This design comes from an exercise in tuning for small area, a short achievable clock period and few clock cycles per item on the open sky130 flow, not from production work.
In this exercise RTL edits were held to simulation tests only and were not proved equivalent to the original.
Power and IR drop assume default switching activity.

### design/flow/design.v
package kdee_pkg;
  localparam int NUM_KEYS_DEF  = 22;
  localparam int SCAN_BITS_DEF = 24;
  localparam int COMBO_MAX_DEF = 5;
  localparam int TIME_BITS_DEF = 32;
  localparam int OUT_BITS      = 22;
  localparam int CNT_BITS      = 5;
  localparam int CFG_IDX_BITS  = 3;
  localparam int CFG_DATA_BITS = 32;
  localparam int MS_BITS       = 16;
  localparam logic [CFG_IDX_BITS-1:0] REG_DEBOUNCE  = 3'd0;
  localparam logic [CFG_IDX_BITS-1:0] REG_LONG      = 3'd1;
  localparam logic [CFG_IDX_BITS-1:0] REG_RPT_DELAY = 3'd2;
  localparam logic [CFG_IDX_BITS-1:0] REG_RPT_PER   = 3'd3;
  localparam logic [CFG_IDX_BITS-1:0] REG_RPT_EN    = 3'd4;
endpackage
module kdee_ram #(
  parameter int WIDTH = 8,
  parameter int DEPTH = 16
) (
  input  logic                     clk,
  input  logic                     we,
  input  logic [$clog2(DEPTH)-1:0] waddr,
  input  logic [WIDTH-1:0]         wdata,
  input  logic [$clog2(DEPTH)-1:0] raddr,
  output logic [WIDTH-1:0]         rdata
);
  logic [WIDTH-1:0] mem [DEPTH];
  always_ff @(posedge clk) begin
    if (we) mem[waddr] <= wdata;
    rdata <= mem[raddr];
  end
endmodule
import kdee_pkg::*;
module kdee_keyseq
#(
  parameter int TIME_BITS = kdee_pkg::TIME_BITS_DEF
) (
  input  logic                 clk,
  input  logic                 rst_n,
  input  logic                 a_go,       
  input  logic                 u_go,       
  input  logic                 a_dn,       
  input  logic [TIME_BITS-1:0] now,        
  input  logic [15:0]          y_long,     
  input  logic                 b_long,     
  input  logic [15:0]          y_rdl,
  input  logic                 b_rdl,
  input  logic [15:0]          y_rpr,
  input  logic                 b_rpr,
  input  logic                 ren,        
  input  logic                 long0,      
  input  logic                 rdl0,       
  input  logic                 w_pm,
  input  logic                 w_rp,
  input  logic [TIME_BITS-1:0] w_now,
  input  logic                 dd_long,
  input  logic                 dd_rdl,
  input  logic                 dd_rpr,
  output logic                 dn_u,       
  output logic                 dn_r,       
  output logic                 pm,
  output logic                 rm,
  output logic                 lm,
  output logic                 rp
);
  function automatic logic le16(input logic [15:0] x, input logic [15:0] y);
    logic c;
    c = 1'b1;
    for (int i = 0; i < 16; i++) c = (~x[i] & y[i]) | (~(x[i] & ~y[i]) & c);
    le16 = c;
  endfunction
  logic                 lng_r, rv_r, down_r, u_dn;
  logic [TIME_BITS-1:0] ps_r, rs_r;
  always_ff @(posedge clk) begin
    if (a_go) u_dn <= a_dn;
  end
  logic        bp, br, hp, hr, gel, gdl, gpr, lng_e;
  logic [15:0] now_hm1;
  always_comb begin
    now_hm1 = now[31:16] - 16'd1;
    bp  = !le16(ps_r[15:0], now[15:0]);
    br  = !le16(rs_r[15:0], now[15:0]);
    hp  = (ps_r[31:16] == (bp ? now_hm1 : now[31:16]));
    hr  = (rs_r[31:16] == (br ? now_hm1 : now[31:16]));
    gel = w_pm ? dd_long : !hp || (bp ? (!b_long || le16(ps_r[15:0], y_long))
                     : (!b_long && le16(ps_r[15:0], y_long)));
    gdl = w_pm ? dd_rdl : !hp || (bp ? (!b_rdl || le16(ps_r[15:0], y_rdl))
                     : (!b_rdl && le16(ps_r[15:0], y_rdl)));
    gpr = w_rp ? dd_rpr : !hr || (br ? (!b_rpr || le16(rs_r[15:0], y_rpr))
                     : (!b_rpr && le16(rs_r[15:0], y_rpr)));
    pm    = u_dn && !down_r;
    rm    = !u_dn && down_r;
    lng_e = lng_r && !pm;
    lm    = u_dn && !lng_e && (pm ? long0 : gel);
    rp    = u_dn && ren && (pm ? rdl0 : gdl) && (!rv_r || gpr);
  end
  assign dn_u = u_dn;
  assign dn_r = down_r;
  always_ff @(posedge clk) begin
    if (w_pm) ps_r <= w_now;
    if (w_rp) rs_r <= w_now;
    if (u_go) lng_r <= lng_e || lm;
  end
  always_ff @(posedge clk) begin
    if (!rst_n) begin
      rv_r <= 1'b0; down_r <= 1'b0;
    end else if (u_go) begin
      down_r <= u_dn;
      if (rp) rv_r <= 1'b1;
    end
  end
endmodule
import kdee_pkg::*;
module keypad_debounce_event_engine
#(
  parameter int NUM_KEYS  = kdee_pkg::NUM_KEYS_DEF,
  parameter int SCAN_BITS = kdee_pkg::SCAN_BITS_DEF,
  parameter int COMBO_MAX = kdee_pkg::COMBO_MAX_DEF,
  parameter int TIME_BITS = kdee_pkg::TIME_BITS_DEF
) (
  input  logic                 clk,
  input  logic                 rst_n,
  input  logic                 in_valid,
  output logic                 in_ready,
  input  logic [TIME_BITS-1:0] in_now_ms,
  input  logic [SCAN_BITS-1:0] in_scan_word,
  output logic                 out_valid,
  input  logic                 out_ready,
  output logic [21:0]          out_press_mask,
  output logic [21:0]          out_release_mask,
  output logic [21:0]          out_long_mask,
  output logic [21:0]          out_repeat_mask,
  output logic                 out_combo_valid,
  output logic [4:0]           out_combo_first_key,
  output logic [4:0]           out_held_count,
  output logic [21:0]          out_held_mask,
  input  logic                 cfg_valid,
  output logic                 cfg_ready,
  input  logic [2:0]           cfg_index,
  input  logic [31:0]          cfg_data
);
  logic [MS_BITS-1:0]  deb_r, long_r, rdl_r, rpr_r;
  logic [OUT_BITS-1:0] ren_r;
  function automatic logic le16(input logic [15:0] x, input logic [15:0] y);
    logic [15:0] g0, l0;
    logic [7:0]  g1, l1;
    logic [3:0]  g2, l2;
    logic [1:0]  g3, l3;
    g0 = x & ~y;
    l0 = ~x & y;
    for (int i = 0; i < 8; i++) begin
      g1[i] = g0[2*i+1] | (~l0[2*i+1] & g0[2*i]);
      l1[i] = l0[2*i+1] | (~g0[2*i+1] & l0[2*i]);
    end
    for (int i = 0; i < 4; i++) begin
      g2[i] = g1[2*i+1] | (~l1[2*i+1] & g1[2*i]);
      l2[i] = l1[2*i+1] | (~g1[2*i+1] & l1[2*i]);
    end
    for (int i = 0; i < 2; i++) begin
      g3[i] = g2[2*i+1] | (~l2[2*i+1] & g2[2*i]);
      l3[i] = l2[2*i+1] | (~g2[2*i+1] & l2[2*i]);
    end
    le16 = ~(g3[1] | (~l3[1] & g3[0]));
  endfunction
  function automatic logic [2:0] pop6(input logic [5:0] w);
    pop6 = ({1'b0, {1'b0, w[0]} + {1'b0, w[1]}} + {1'b0, {1'b0, w[2]} + {1'b0, w[3]}})
         + {1'b0, {1'b0, w[4]} + {1'b0, w[5]}};
  endfunction
  assign cfg_ready = 1'b1;
  always_ff @(posedge clk) begin
    if (!rst_n) begin
      deb_r <= 16'd20; long_r <= 16'd1000; rdl_r <= 16'd500; rpr_r <= 16'd100;
      ren_r <= '0;
    end else if (cfg_valid) begin
      unique case (cfg_index)
        REG_DEBOUNCE:  deb_r  <= cfg_data[MS_BITS-1:0];
        REG_LONG:      long_r <= cfg_data[MS_BITS-1:0];
        REG_RPT_DELAY: rdl_r  <= cfg_data[MS_BITS-1:0];
        REG_RPT_PER:   rpr_r  <= cfg_data[MS_BITS-1:0];
        REG_RPT_EN:    ren_r  <= cfg_data[OUT_BITS-1:0];
        default: ;
      endcase
    end
  end
  logic k_v, t_v, u_v, o_v, a_go, u_go, o_free, u_free, t_free;
  logic [TIME_BITS-1:0] k_now, t_now, u_now;
  logic [SCAN_BITS-1:0] k_scan, t_scan, nx_scan;
  logic [TIME_BITS-1:0] nx_now;
  logic [NUM_KEYS-1:0]  nx_dn;
  logic [15:0]          a_yl, a_yd, a_yp, a_yb, a_hm1;
  logic                 a_bl, a_bd, a_bp, a_bb;
  logic [2:0]           pc_g [4];
  logic [CNT_BITS-1:0]  pc_t;
  assign nx_now  = k_v ? k_now : in_now_ms;
  assign nx_scan = k_v ? k_scan : in_scan_word;
  for (genvar k = 0; k < NUM_KEYS; k++) begin : g_ndn
    assign nx_dn[k] = !nx_scan[(k / 8) * 8 + 7 - (k % 8)];
  end
  assign in_ready = !k_v;
  assign o_free   = !o_v || out_ready;
  assign u_go     = u_v && o_free;
  assign u_free   = !u_v || o_free;
  assign a_go     = t_v && u_free;
  assign t_free   = !t_v || u_free;
  always_ff @(posedge clk) begin
    if (!rst_n) begin
      k_v <= 1'b0; t_v <= 1'b0; u_v <= 1'b0;
    end else begin
      if (t_free) begin
        t_v <= k_v || in_valid;
        k_v <= 1'b0;
      end else if (in_valid && !k_v) begin
        k_v <= 1'b1;
      end
      if (u_free) u_v <= t_v;
    end
  end
  always_ff @(posedge clk) begin
    if (!k_v) begin
      k_now  <= in_now_ms;
      k_scan <= in_scan_word;
    end
    if (t_free) begin
      t_now  <= nx_now;
      t_scan <= nx_scan;
      {a_bl, a_yl} <= {1'b0, nx_now[15:0]} - {1'b0, long_r};
      {a_bd, a_yd} <= {1'b0, nx_now[15:0]} - {1'b0, rdl_r};
      {a_bp, a_yp} <= {1'b0, nx_now[15:0]} - {1'b0, rpr_r};
      {a_bb, a_yb} <= {1'b0, nx_now[15:0]} - {1'b0, deb_r};
      a_hm1 <= nx_now[31:16] - 16'd1;
      pc_g[0] <= pop6(nx_dn[5:0]);
      pc_g[1] <= pop6(nx_dn[11:6]);
      pc_g[2] <= pop6(nx_dn[17:12]);
      pc_g[3] <= pop6({2'b00, nx_dn[21:18]});
    end
  end
  logic [SCAN_BITS-1:0] cand_r, stab_r, stab_n;
  logic [TIME_BITS-1:0] dstamp_r;
  logic                 db, dh, go, nc, ns;
  logic [TIME_BITS-1:0] pv, w_now;
  logic                 pb, ph, a_ddl, a_ddd, a_ddp, u_ddl, u_ddd, u_ddp;
  logic [CNT_BITS-1:0]  held_r, cnt_n;
  always_comb begin
    db = !le16(dstamp_r[15:0], t_now[15:0]);
    dh = dstamp_r[31:16] == (db ? a_hm1 : t_now[31:16]);
    go = !dh || (db ? (!a_bb || le16(dstamp_r[15:0], a_yb))
                    : (!a_bb && le16(dstamp_r[15:0], a_yb)));
    pv = u_v ? u_now : w_now;
    pb = !le16(pv[15:0], t_now[15:0]);
    ph = pv[31:16] == (pb ? a_hm1 : t_now[31:16]);
    a_ddl = !ph || (pb ? (!a_bl || le16(pv[15:0], a_yl)) : (!a_bl && le16(pv[15:0], a_yl)));
    a_ddd = !ph || (pb ? (!a_bd || le16(pv[15:0], a_yd)) : (!a_bd && le16(pv[15:0], a_yd)));
    a_ddp = !ph || (pb ? (!a_bp || le16(pv[15:0], a_yp)) : (!a_bp && le16(pv[15:0], a_yp)));
    nc = go && (t_scan != cand_r);
    ns = go && !nc && (t_scan != stab_r);
    stab_n = ns ? t_scan : stab_r;
    pc_t  = (CNT_BITS'(pc_g[0]) + CNT_BITS'(pc_g[1])) + (CNT_BITS'(pc_g[2]) + CNT_BITS'(pc_g[3]));
    cnt_n = ns ? pc_t : held_r;
  end
  always_ff @(posedge clk) begin
    if (!rst_n) begin
      cand_r <= '1; stab_r <= '1; dstamp_r <= '0; held_r <= '0;
    end else if (a_go) begin
      if (nc) begin
        cand_r <= t_scan; dstamp_r <= t_now;
      end
      if (ns) begin
        stab_r <= t_scan; held_r <= pc_t;
      end
    end
  end
  logic [15:0]         u_yl, u_yd, u_yp;
  logic                u_bl, u_bd, u_bp, long0, rdl0;
  logic [CNT_BITS-1:0] u_cnt;
  always_ff @(posedge clk) begin
    if (u_free) begin
      u_now <= t_now; u_cnt <= cnt_n;
      u_ddl <= a_ddl; u_ddd <= a_ddd; u_ddp <= a_ddp;
      u_yl <= a_yl; u_bl <= a_bl;
      u_yd <= a_yd; u_bd <= a_bd;
      u_yp <= a_yp; u_bp <= a_bp;
    end
  end
  assign long0 = long_r == '0;
  assign rdl0  = rdl_r == '0;
  logic [NUM_KEYS-1:0] dn_u, dn_r;
  logic [OUT_BITS-1:0] pm, rm, lm, rp;
  for (genvar k = 0; k < NUM_KEYS; k++) begin : g_key
    localparam int B = (k / 8) * 8 + 7 - (k % 8);
    kdee_keyseq #(.TIME_BITS(TIME_BITS)) u_key (
      .clk(clk), .rst_n(rst_n), .a_go(a_go), .u_go(u_go), .a_dn(!stab_n[B]),
      .now(u_now),
      .y_long(u_yl), .b_long(u_bl), .y_rdl(u_yd), .b_rdl(u_bd), .y_rpr(u_yp), .b_rpr(u_bp),
      .ren(ren_r[k]), .long0(long0), .rdl0(rdl0),
      .w_pm(out_press_mask[k]), .w_rp(out_repeat_mask[k]), .w_now(w_now),
      .dd_long(u_ddl), .dd_rdl(u_ddd), .dd_rpr(u_ddp),
      .dn_u(dn_u[k]), .dn_r(dn_r[k]),
      .pm(pm[k]), .rm(rm[k]), .lm(lm[k]), .rp(rp[k])
    );
  end
  logic [4:0] first;
  logic       combo;
  always_comb begin
    first = '0;
    for (int i = NUM_KEYS - 1; i >= 0; i--) if (dn_u[i]) first = 5'(i + 1);
    combo = (u_cnt > 1) && (32'(u_cnt) <= COMBO_MAX);
  end
  always_ff @(posedge clk) begin
    if (!rst_n) o_v <= 1'b0;
    else if (o_free) o_v <= u_v;
  end
  always_ff @(posedge clk) begin
    if (u_go) begin
      w_now <= u_now;
      out_press_mask <= pm; out_release_mask <= rm;
      out_long_mask <= lm; out_repeat_mask <= rp;
      out_held_count <= u_cnt;
      out_held_mask <= OUT_BITS'(dn_u);
      out_combo_valid <= combo;
      out_combo_first_key <= combo ? first : '0;
    end
  end
  assign out_valid = o_v;
endmodule
### design/flow/run.sh
#!/bin/bash
# synth_recipe.tcl (not shown) runs the flow's synth.tcl, then flattens the netlist and writes it again
# the make line also repeats each setting of config.mk as NAME=value (left out here)
make -C /OpenROAD-flow-scripts/flow DESIGN_CONFIG=/design/flow/config.mk WORK_HOME=/design/flow/orfs CLKGATE_MAP_FILE= SYNTH_SCRIPT=/design/flow/synth_recipe.tcl finish
### design/flow/config.mk
export PLATFORM = sky130hd
export DESIGN_NAME = keypad_debounce_event_engine
export DESIGN_NICKNAME = keypad_debounce_event_engine
export VERILOG_FILES = /design/flow/design.v
export SDC_FILE = /design/flow/constraint.sdc
export NUM_CORES = 4
export LEC_CHECK = 0
export CAP_MARGIN = 30
export CORE_MARGIN = 2
export CORE_UTILIZATION = 45
export SETUP_SLACK_MARGIN = 5
export SLEW_MARGIN = 20
### design/flow/constraint.sdc
create_clock -name core_clock -period 10.0 [get_ports {clk}]
set_input_delay 2.0000 -clock core_clock [delete_from_list [all_inputs] [get_ports {clk}]]
set_output_delay 2.0000 -clock core_clock [all_outputs]
set_load 0.01 [all_outputs]
==> results of run 1 <==
## cells in the final DEF, fill, tap and decap left out, types with 59 or more instances in the layout
cell | synthesis | layout
edfxtp_1 | 1848 | 1848
nand2_1 | 1033 | 1016
nor2_1 | 755 | 735
inv_1 | 695 | 677
xnor2_1 | 656 | 644
maj3_1 | 704 | 590
buf_4 | 47 | 550
a21oi_1 | 564 | 533
o21ai_0 | 534 | 487
xor2_1 | 392 | 392
nand3_1 | 293 | 286
dfxtp_1 | 275 | 273
clkbuf_16 | 0 | 264
nor2b_1 | 252 | 248
nor3_1 | 229 | 213
mux2i_1 | 212 | 207
clkdlybuf4s50_1 | 0 | 207
o22ai_1 | 211 | 204
nand2b_1 | 186 | 183
a31oi_1 | 189 | 178
maj3_2 | 24 | 133
o211ai_1 | 125 | 125
a21boi_0 | 151 | 109
a22oi_1 | 97 | 94
nand4_1 | 88 | 88
o221ai_1 | 97 | 83
nor4_1 | 103 | 83
o2111ai_1 | 91 | 82
o31ai_1 | 83 | 77
a221oi_1 | 92 | 72
ha_1 | 75 | 71
a211oi_1 | 92 | 68
buf_6 | 0 | 68
clkinv_1 | 14 | 59
## power groups by stage
stage | Combinational (W) | Clock, W | Sequential [W]
6_report | 0.00426 | 0.00898 | 0.0102
5_1_grt | 0.00443 | 0.00933 | 0.0102
4_1_cts | 0.00394 | 0.00901 | 0.0102
3_5_place_dp | 0.00370 | 0 | 0.0104
3_3_place_gp | 0.00363 | 0 | 0.0104
2_1_floorplan | 0.00228 | 0 | 0.0103
## metal layers
| layer | wire [um] | GRT usage (%) |
|---|---|---|
| met1 | 200000 | 47.1 |
| met2 | 239000 | 58.0 |
| met3 | 71500 | 9.94 |
| met4 | 43100 | 24.2 |
| met5 | 69 | 0 |
## path summary, 6_finish.rpt
kind | depth (start not counted) | to | slack [ps]
worst max-delay path | 18 | out_repeat_mask[13]$_DFFE_PP_ | 4830
worst max register to register | 18 | out_repeat_mask[13]$_DFFE_PP_ | 4830
worst min register to register | 0 | u_yl[11]$_DFFE_PN_ | 450
worst min-delay path | 0 | u_yl[11]$_DFFE_PN_ | 450
## through the flow
stage	std cells	hold WS, ps	setup slack [ps]	utilization (%)	cell area, um^2
final	16164	454	4830	53.3	145000
after global routing	16146	466	4700	53.3	145000
after CTS	15995	457	4860	52.2	142000
after detailed placement	15398	409	3250	48.0	130000
after global placement	15385	439	3270	48.0	130000
after floorplan	11938	400	4730	-	123000
## logic make-up after synthesis
kind of cell	synth area share [%]
and+or+nand+nor	12.5
AOI/OAI and AO/OA	16.7
DFF	49.6
buffers and inverters	4.65
xor gates and xnor gates	7.46
adders and majority gates	7.04
muxes	2.04
other	0.00305
## timing repair
action,4_1_cts,5_1_grt
cloned,12,24
endpoints found under the setup margin,131,114
pin swaps,125,217
gates resized for setup,497,390
buffers inserted,143,124
endpoints found under the hold margin,0,0
## flip-flops by register name, summed over array words and instances, names as in the netlist, 32 cells and up
register and flops:
w_now 32, g_key.u_key.rs_r 704, k_now 32, dstamp_r 32, g_key.u_key.ps_r 704, u_now 32
t_now 32
## synth_stat cells, types with 212 or more instances
library cell,count
a21oi_1,564
edfxtp_1,1848
maj3_1,704
nand3_1,293
nor2_1,755
nor2b_1,252
nand2_1,1033
o21ai_0,534
xnor2_1,656
dfxtp_1,275
inv_1,695
clkbuf_1,537
mux2i_1,212
xor2_1,392
nor3_1,229
## worst reg2reg max path, stage by stage (launching register included)
cell	delay, ps
edfxtp_1	370
buf_6	110
buf_12	110
nor2b_4	40
maj3_2	300
maj3_2	330
maj3_2	360
a2111oi_4	340
nor3_2	70
maj3_2	320
maj3_2	310
maj3_2	300
maj3_2	300
maj3_2	310
maj3_2	310
maj3_2	370
o41ai_2	240
buf_4	290
o311a_1	230
## area by class of cell
cell class | instances | area [um^2] | share of cell area, %
antenna | 19 | 47.5 | 0.0329
clock buffer | 304 | 6530 | 4.51
clock inverter | 138 | 1210 | 0.839
inverter | 718 | 2870 | 1.98
multi-input combinational | 8348 | 59100 | 40.9
sequential | 2123 | 61000 | 42.2
tap | 3570 | 4470 | 3.09
timing repair buffer | 941 | 9380 | 6.49
timing repair inverter | 3 | 25.0 | 0.0173
==> reports/summary.txt, run 1 <==
worst hold path class -> reg -> reg
Fillers -> 23186
P_int -> 0.0165 W
port bufs -> 208
Net Count, Synth -> 12129
GRT Total Usage -> 37.8%
vias -> 108699
Buf/Inv on CP -> 3
number of enable flip-flop cells after synthesis -> 1848
WL per Instance -> 34.3 um
grt total ovfl -> 0
Starting Density -> 45.3%
overall power -> 0.0234 W
commonest register cell after synthesis -> edfxtp_1
delay-heaviest family, CP -> adder cells
number of max-cap violations -> 0
CTS tree -> built
vias in the first global route -> 102590
worst-margin pin slew -> 1200 ps
post-synth cell types -> 97
CP Cell Sequence -> buf_6, buf_12, nor2b_4, maj3_2, maj3_2, maj3_2, a2111oi_4, nor3_2, maj3_2, maj3_2, maj3_2, maj3_2, maj3_2, maj3_2, maj3_2, o41ai_2, buf_4, o311a_1
fmax -> 193 MHz
relative slew slack -> 19.8%
die width -> 527 um
CORE AREA -> 271000 um^2
clock slew at reported path FFs -> 60 ps
most used cell along the critical path -> maj3_2
Vias per Instance -> 6.72
Worst Hold Launch -> a_yl[11]$_DFFE_PP_
CTS Root Cell -> clkbuf_16
final worst-path cycle share -> 51.7%
hold bufs inserted after CTS -> 0
post-synthesis sequential area ratio -> 49.6%
Critical Path Max Stage Delay -> 370 ps
clk sinks -> 2123
Clk pwr share -> 38.3%
I/O pin count -> 220
Critical Path AT -> 5940 ps
Reg2Reg Launch Point -> u_yd[0]$_DFFE_PN_
Clock H-tree levels -> 4
PD cells -> 162 nW/um^2
largest net degree at the start of global routing -> 136
Synth async-reset ratio -> 0%
final setup violating endpoints -> 0
worst path required time -> 10770 ps
slowest CP cell -> edfxtp_1
Synth Instances -> 11938
Area growth syn-to-layout -> 17.6%
Mapped Avg Cell Area -> 10.3 um^2
antenna-violating nets left -> 0
estimated wirelength of the detail-placed design -> 357000 um
CP Launch Type -> flop
Worst Setup End Kind -> flop
switch share -> 29.7%
worst vdd ir -> 0.155 mV
Clock Latency Late Sink -> 950 ps
status -> finished clean
Nets -> 12569
ratio of cells with drive above 1 in the final layout -> 13.4%
setup TNS -> 0 ps
net switching power -> 0.00695 W
first-iteration detailed-routing DRC count -> 16426
Final Hold Viols -> 0
leakage power -> 50.0 nW
Seq pwr share -> 43.5%
beginning of the critical path -> u_yd[0]$_DFFE_PN_
die span in y -> 527 um
Layout Skew -> 55.1 ps
number of remaining DRC errors -> 0
CTS Buf Count -> 243
min Tclk post-route -> 5170 ps
routability congestion estimate -> 1.02
Die ar. -> 278000 um^2
critical setup path kind -> reg -> reg
Mapped Area -> 123000 um^2
Total Wirelength -> 554000 um
logic gate share of total power -> 18.2%
synth warn -> 3
antenna violations before repair -> 45
unrepaired setup endpoints after global routing -> yes
FF+latch count, synth -> 2123
Bufs on Longest Clock Path -> 4
critical path peak fanout -> 5
Synth area leader -> edfxtp_1
First-pass DRT Iterations -> 9
largest cells by area after synthesis -> edfxtp_1 45%, maj3_1 5.7%, xnor2_1 4.7%
Synth top area share -> 45.1%
first-pass GRT wire length -> 751000 um
std cell rows -> 191
Slew Viols, Final -> 0
Testbench counts, summed over its fixed seeds: cycles 5,347, ticks 5,299.
==> run 2: changes to the inputs <==
--- a/design/flow/design.v
+++ b/design/flow/design.v
@@ -163,9 +163,15 @@
     end
     le16 = ~(g3[1] | (~l3[1] & g3[0]));
   endfunction
-  function automatic logic [2:0] pop6(input logic [5:0] w);
-    pop6 = ({1'b0, {1'b0, w[0]} + {1'b0, w[1]}} + {1'b0, {1'b0, w[2]} + {1'b0, w[3]}})
-         + {1'b0, {1'b0, w[4]} + {1'b0, w[5]}};
+  function automatic logic [4:0] pop22(input logic [21:0] w);
+    logic [1:0] s1 [11];
+    logic [2:0] s2 [6];
+    logic [3:0] s3 [3];
+    for (int i = 0; i < 11; i++) s1[i] = {1'b0, w[2*i]} + {1'b0, w[2*i+1]};
+    for (int i = 0; i < 5; i++) s2[i] = {1'b0, s1[2*i]} + {1'b0, s1[2*i+1]};
+    s2[5] = {1'b0, s1[10]};
+    for (int i = 0; i < 3; i++) s3[i] = {1'b0, s2[2*i]} + {1'b0, s2[2*i+1]};
+    pop22 = ({1'b0, s3[0]} + {1'b0, s3[1]}) + {1'b0, s3[2]};
   endfunction
   assign cfg_ready = 1'b1;
   always_ff @(posedge clk) begin
@@ -185,18 +191,7 @@
   end
   logic k_v, t_v, u_v, o_v, a_go, u_go, o_free, u_free, t_free;
   logic [TIME_BITS-1:0] k_now, t_now, u_now;
-  logic [SCAN_BITS-1:0] k_scan, t_scan, nx_scan;
-  logic [TIME_BITS-1:0] nx_now;
-  logic [NUM_KEYS-1:0]  nx_dn;
-  logic [15:0]          a_yl, a_yd, a_yp, a_yb, a_hm1;
-  logic                 a_bl, a_bd, a_bp, a_bb;
-  logic [2:0]           pc_g [4];
-  logic [CNT_BITS-1:0]  pc_t;
-  assign nx_now  = k_v ? k_now : in_now_ms;
-  assign nx_scan = k_v ? k_scan : in_scan_word;
-  for (genvar k = 0; k < NUM_KEYS; k++) begin : g_ndn
-    assign nx_dn[k] = !nx_scan[(k / 8) * 8 + 7 - (k % 8)];
-  end
+  logic [SCAN_BITS-1:0] k_scan, t_scan;
   assign in_ready = !k_v;
   assign o_free   = !o_v || out_ready;
   assign u_go     = u_v && o_free;
@@ -222,26 +217,27 @@
       k_scan <= in_scan_word;
     end
     if (t_free) begin
-      t_now  <= nx_now;
-      t_scan <= nx_scan;
-      {a_bl, a_yl} <= {1'b0, nx_now[15:0]} - {1'b0, long_r};
-      {a_bd, a_yd} <= {1'b0, nx_now[15:0]} - {1'b0, rdl_r};
-      {a_bp, a_yp} <= {1'b0, nx_now[15:0]} - {1'b0, rpr_r};
-      {a_bb, a_yb} <= {1'b0, nx_now[15:0]} - {1'b0, deb_r};
-      a_hm1 <= nx_now[31:16] - 16'd1;
-      pc_g[0] <= pop6(nx_dn[5:0]);
-      pc_g[1] <= pop6(nx_dn[11:6]);
-      pc_g[2] <= pop6(nx_dn[17:12]);
-      pc_g[3] <= pop6({2'b00, nx_dn[21:18]});
+      t_now  <= k_v ? k_now : in_now_ms;
+      t_scan <= k_v ? k_scan : in_scan_word;
     end
   end
   logic [SCAN_BITS-1:0] cand_r, stab_r, stab_n;
   logic [TIME_BITS-1:0] dstamp_r;
-  logic                 db, dh, go, nc, ns;
+  logic [15:0]          a_yl, a_yd, a_yp, a_yb, a_hm1;
+  logic                 a_bl, a_bd, a_bp, a_bb, db, dh, go, nc, ns;
   logic [TIME_BITS-1:0] pv, w_now;
   logic                 pb, ph, a_ddl, a_ddd, a_ddp, u_ddl, u_ddd, u_ddp;
-  logic [CNT_BITS-1:0]  held_r, cnt_n;
+  logic [NUM_KEYS-1:0]  t_dn;
+  logic [CNT_BITS-1:0]  held_r, pc_t, cnt_n;
+  for (genvar k = 0; k < NUM_KEYS; k++) begin : g_tdn
+    assign t_dn[k] = !t_scan[(k / 8) * 8 + 7 - (k % 8)];
+  end
   always_comb begin
+    {a_bl, a_yl} = {1'b0, t_now[15:0]} - {1'b0, long_r};
+    {a_bd, a_yd} = {1'b0, t_now[15:0]} - {1'b0, rdl_r};
+    {a_bp, a_yp} = {1'b0, t_now[15:0]} - {1'b0, rpr_r};
+    {a_bb, a_yb} = {1'b0, t_now[15:0]} - {1'b0, deb_r};
+    a_hm1 = t_now[31:16] - 16'd1;
     db = !le16(dstamp_r[15:0], t_now[15:0]);
     dh = dstamp_r[31:16] == (db ? a_hm1 : t_now[31:16]);
     go = !dh || (db ? (!a_bb || le16(dstamp_r[15:0], a_yb))
@@ -255,7 +251,7 @@
     nc = go && (t_scan != cand_r);
     ns = go && !nc && (t_scan != stab_r);
     stab_n = ns ? t_scan : stab_r;
-    pc_t  = (CNT_BITS'(pc_g[0]) + CNT_BITS'(pc_g[1])) + (CNT_BITS'(pc_g[2]) + CNT_BITS'(pc_g[3]));
+    pc_t  = pop22(t_dn);
     cnt_n = ns ? pc_t : held_r;
   end
   always_ff @(posedge clk) begin
==> run 2 against run 1 <==
Register-to-register slack hardly changed. Synthesized area is 2.5% lower. Design area is 4.3% lower. Clock power is 0.6% higher. Core utilization is 1.1 points lower. Global-route usage is 0.15 points higher. Critical path depth is 4 lower. Worst hold slack better by 8.1 ps. Wire length is 3.2% lower. Via count is 2.3% lower. Highest routed layer unchanged.
==> reports/summary.txt, run 2 <==
worst path required time -> 10900 ps (+130 ps)
Bufs on Longest Clock Path -> 4 (unchanged)
number of enable flip-flop cells after synthesis -> 1752 (-5.2%)
Synth Instances -> 11847 (-0.76%)
commonest cells after routing, fill and taps aside -> 1752 x edfxtp_1, 1064 x nand2_1, 709 x nor2_1
clk sinks -> 2027 (-4.5%)
most common cell in the synthesized netlist -> edfxtp_1
post-synth cell types -> 106 (+9.3%)
grt total ovfl -> 0 (unchanged)
Clock H-tree levels -> 4 (unchanged)
overall power -> 0.0232 W (-0.80%)
area of the multi-input gates -> 57800 um^2 (-2.1%)
leakage power -> 48.1 nW (-3.8%)
number of remaining DRC errors -> 0 (unchanged)
port bufs -> 208 (unchanged)
Synth top area share -> 43.9% (-1.2 points)
fin worst setup slack -> 4830 ps (+3.43 ps)
Starting Density -> 45.2% (-0.11 points)
GRT Total Usage -> 37.9% (+0.15 points)
largest cells by area after synthesis -> edfxtp_1 44%, maj3_1 4.9%, xnor2_1 4.8%
vias in the first global route -> 101293 (-1.3%)
first-pass GRT wire length -> 738000 um (-1.7%)
Critical Path Max Stage Delay -> 970 ps (+600 ps)
WL per Instance -> 33.8 um (-1.3%)
commonest non-fill, non-tap cell in the layout -> edfxtp_1
min Tclk post-route -> 5170 ps (-3.43 ps)
Total Wirelength -> 536000 um (-3.2%)
antenna-violating nets left -> 0 (unchanged)
die width -> 520 um (-1.2%)
Mapped Area -> 120000 um^2 (-2.5%)
storage element area -> 58100 um^2 (-4.7%)
CP Launch Type -> flop
hold slack final -> 462 ps (+8.14 ps)
ratio of cells with drive above 1 in the final layout -> 11.0% (-2.3 points)
unrepaired setup endpoints after global routing -> yes
Synth async-reset ratio -> 0% (unchanged)
Slew Viols, Final -> 0 (unchanged)
slowest CP cell -> a211oi_1
Worst Setup End Kind -> flop
CTS Root Cell -> clkbuf_16
Fillers -> 23158 (-0.12%)
number of max-cap violations -> 0 (unchanged)
Synth area leader -> edfxtp_1
Critical Path AT -> 6070 ps (+130 ps)
PD cells -> 168 nW/um^2 (+3.7%)
worst hold path class -> reg -> reg
Mapped Avg Cell Area -> 10.1 um^2 (-1.8%)
pre-CTS setup slack -> 3310 ps (+56.5 ps)
Die ar. -> 271000 um^2 (-2.5%)
top post-synthesis cells by count -> 1752 x edfxtp_1, 1075 x nand2_1, 723 x nor2_1
die span in y -> 520 um (-1.2%)
estimated wirelength of the detail-placed design -> 358000 um (about the same)
largest net degree at the start of global routing -> 205 (+51%)
antenna violations before repair -> 40 (-11%)
setup TNS -> 0 ps (unchanged)
clock slew at reported path FFs -> 60 ps (about the same)
CORE AREA -> 265000 um^2 (-2.3%)
fmax -> 193 MHz (about the same)
status -> finished clean
critical setup path kind -> reg -> reg
Regs by FF count -> g_key.u_key.ps_r x704, g_key.u_key.rs_r x704
routability congestion estimate -> 1.01 (-1.4%)
Clock Latency Late Sink -> 980 ps (+30 ps)
commonest register cell after synthesis -> edfxtp_1
Area growth syn-to-layout -> 15.4%
final setup violating endpoints -> 0 (unchanged)
beginning of the critical path -> u_yd[3]$_DFFE_PN_
First-pass DRT Iterations -> 9 (unchanged)
std cell rows -> 189 (-1.0%)
hold bufs inserted after CTS -> 0 (unchanged)
CTS Buf Count -> 234 (-3.7%)
post-synthesis sequential area ratio -> 48.5% (-1.1 points)
first-iteration detailed-routing DRC count -> 15801 (-3.8%)
Finished Core Util -> 52.2% (-1.1 points)
vias -> 106163 (-2.3%)
Reg2Reg Launch Point -> u_yd[3]$_DFFE_PN_
final worst-path cycle share -> 51.7% (about the same)
worst-margin pin slew -> 1130 ps (-64.7 ps)
CP Cell Sequence -> buf_4, inv_1, buf_4, a2111oi_0, o221ai_1, o311ai_1, o41ai_1, o2111ai_1, o311ai_1, maj3_1, o311ai_0, o21ai_1, a211oi_1, o21a_1
relative slew slack -> 23.9% (+4.2 points)
CTS tree -> built
Layout Skew -> 77.0 ps (+22.0 ps)
critical path peak fanout -> 14 (+9)
worst vdd ir -> 0.136 mV (-12%)
FF+latch count, synth -> 2027 (-4.5%)
I/O pin count -> 220 (unchanged)
Worst Hold Launch -> dstamp_r[2]$_SDFFE_PN0P_
synth warn -> 5 (+2)
Net Count, Synth -> 12035 (-0.78%)
Final Hold Viols -> 0 (unchanged)
Nets -> 12302 (-2.1%)
Vias per Instance -> 6.69 (-0.46%)
run 2: cell count changes after synthesis, sizes merged, moves of 27 or more:
| cell | previous run | this run |
|---|---|---|
| o211ai | 125 | 170 |
| mux2 | 34 | 74 |
| edfxtp | 1848 | 1752 |
| a2111oi | 75 | 102 |
| xor2 | 392 | 445 |
| nand3 | 293 | 259 |
| nand2 | 1033 | 1075 |
| mux2i | 212 | 83 |
| nor2 | 755 | 723 |
| maj3 | 728 | 602 |
| nand2b | 186 | 222 |
| inv | 704 | 676 |
run 2: worst paths after layout:
path,endpoint,depth (start not counted),slack (ps)
setup / recovery,g_key[11].u_key.rv_r$_SDFFE_PN0P_,14,4830
hold / removal,dstamp_r[2]$_SDFFE_PN0P_,2,460
setup reg to reg,g_key[11].u_key.rv_r$_SDFFE_PN0P_,14,4830
hold reg to reg,dstamp_r[2]$_SDFFE_PN0P_,2,460
run 2: metal layers:
| metal | track usage (%) | routed length, um | vias up |
|---|---|---|---|
| met2 | 58.6 | 235000 | 7251 |
| met4 | 24.8 | 41600 | 16 |
| met3 | 9.38 | 67400 | 1621 |
| met5 | 0 | 117 | - |
| li1 | - | - | 44818 |
| met1 | 47.3 | 192000 | 52457 |
run 2: through the flow:
step                      std cells  cell area [um^2]
after CTS                     15761            137000
after floorplan               11847            120000
after global routing          15843            138000
final                         15860            138000
after detailed placement      15267            127000
after global placement        15241            127000
run 2: cell families (layout without fill, tap and decap cells):
logic type / after synthesis / after routing / synth area share [%]
muxes: 157 / 157 / 1.39
other: 1 / 19 / 0.00313
xor gates and xnor gates: 1110 / 1110 / 8.12
adders and majority gates: 694 / 695 / 6.12
buffers and inverters: 1443 / 1902 / 4.69
AOI/OAI and AO/OA: 3153 / 3153 / 18.2
and+or+nand+nor: 3262 / 3264 / 13.0
DFF: 2027 / 2027 / 48.5
run 2: what timing repair did:
item,4_1_cts,5_1_grt
cloned,6,12
buffers inserted,57,61
setup endpoints to repair,208,175
resized for setup,253,199
pin swaps,30,66
run 2: power breakdown:
group | internal (W) | total, W | switching [W] | leakage (nW)
registers | 0.00948 | 0.00973 | 0.000257 | 19.6
logic | 0.00150 | 0.00449 | 0.00299 | 24.6
clock network | 0.00522 | 0.00903 | 0.00380 | 3.82
total | 0.0162 | 0.0232 | 0.00705 | 48.1
run 2: area by class of cell:
cell class | count | share of cell area [%]
flip-flops and latches | 2027 | 42.0
multi-input cells | 8380 | 41.8
repair buffers | 785 | 5.37
clock buffers | 305 | 4.63
well taps | 3533 | 3.20
inverters | 686 | 1.91
clock inverters | 126 | 1.05
diodes | 18 | 0.0326
run 2: worst max-delay path: cells and delay by family (launching register included):
family          cells  cell delay [ps]
compound gates     10             3530
buf+inv             3              830
flops               1              320
fa+ha+maj           1              450
Testbench counts of run 2, summed over its fixed seeds: cycles 5,347, ticks 5,299.

==> separate check: timing with driven ports <==
How much do the figures lean on ideal ports? The routed layouts below were timed once more, with nothing changed but the port constraints.
Step 1 (the two cells are an assumption about what drives the block):
set clk [get_ports {clk}]
set_driving_cell -lib_cell sky130_fd_sc_hd__clkbuf_16 $clk
set_driving_cell -lib_cell sky130_fd_sc_hd__buf_2 [delete_from_list [all_inputs] $clk]
Step 2 times the ports against the registers' clock, not the clock port: input delays grow and output delays shrink by t, the midpoint of the rising clock arrivals with the driver on.
a / b / c = ideal / step 1 / step 2; a / b = the first two.
| run | t (ns) | setup slack, ns | hold WS [ns] | latest minus earliest clock arrival (ns) | worst data-port slew with drivers (ns) |
|---|---|---|---|---|---|
| run 1 | 1.034 | 4.827 / 4.827 / 4.151 | 0.454 / 0.454 / 0.454 | 0.061 / 0.061 | 0.06 |
| run 2 | 1.048 | 4.831 / 4.831 / 4.543 | 0.462 / 0.462 / 0.462 | 0.083 / 0.083 | 0.08 |
After both steps setup and hold are still met in every run listed. For run 1, which loses most, drivers alone change the setup slack by 0.000 ns; drivers and shift together by -0.676 ns.
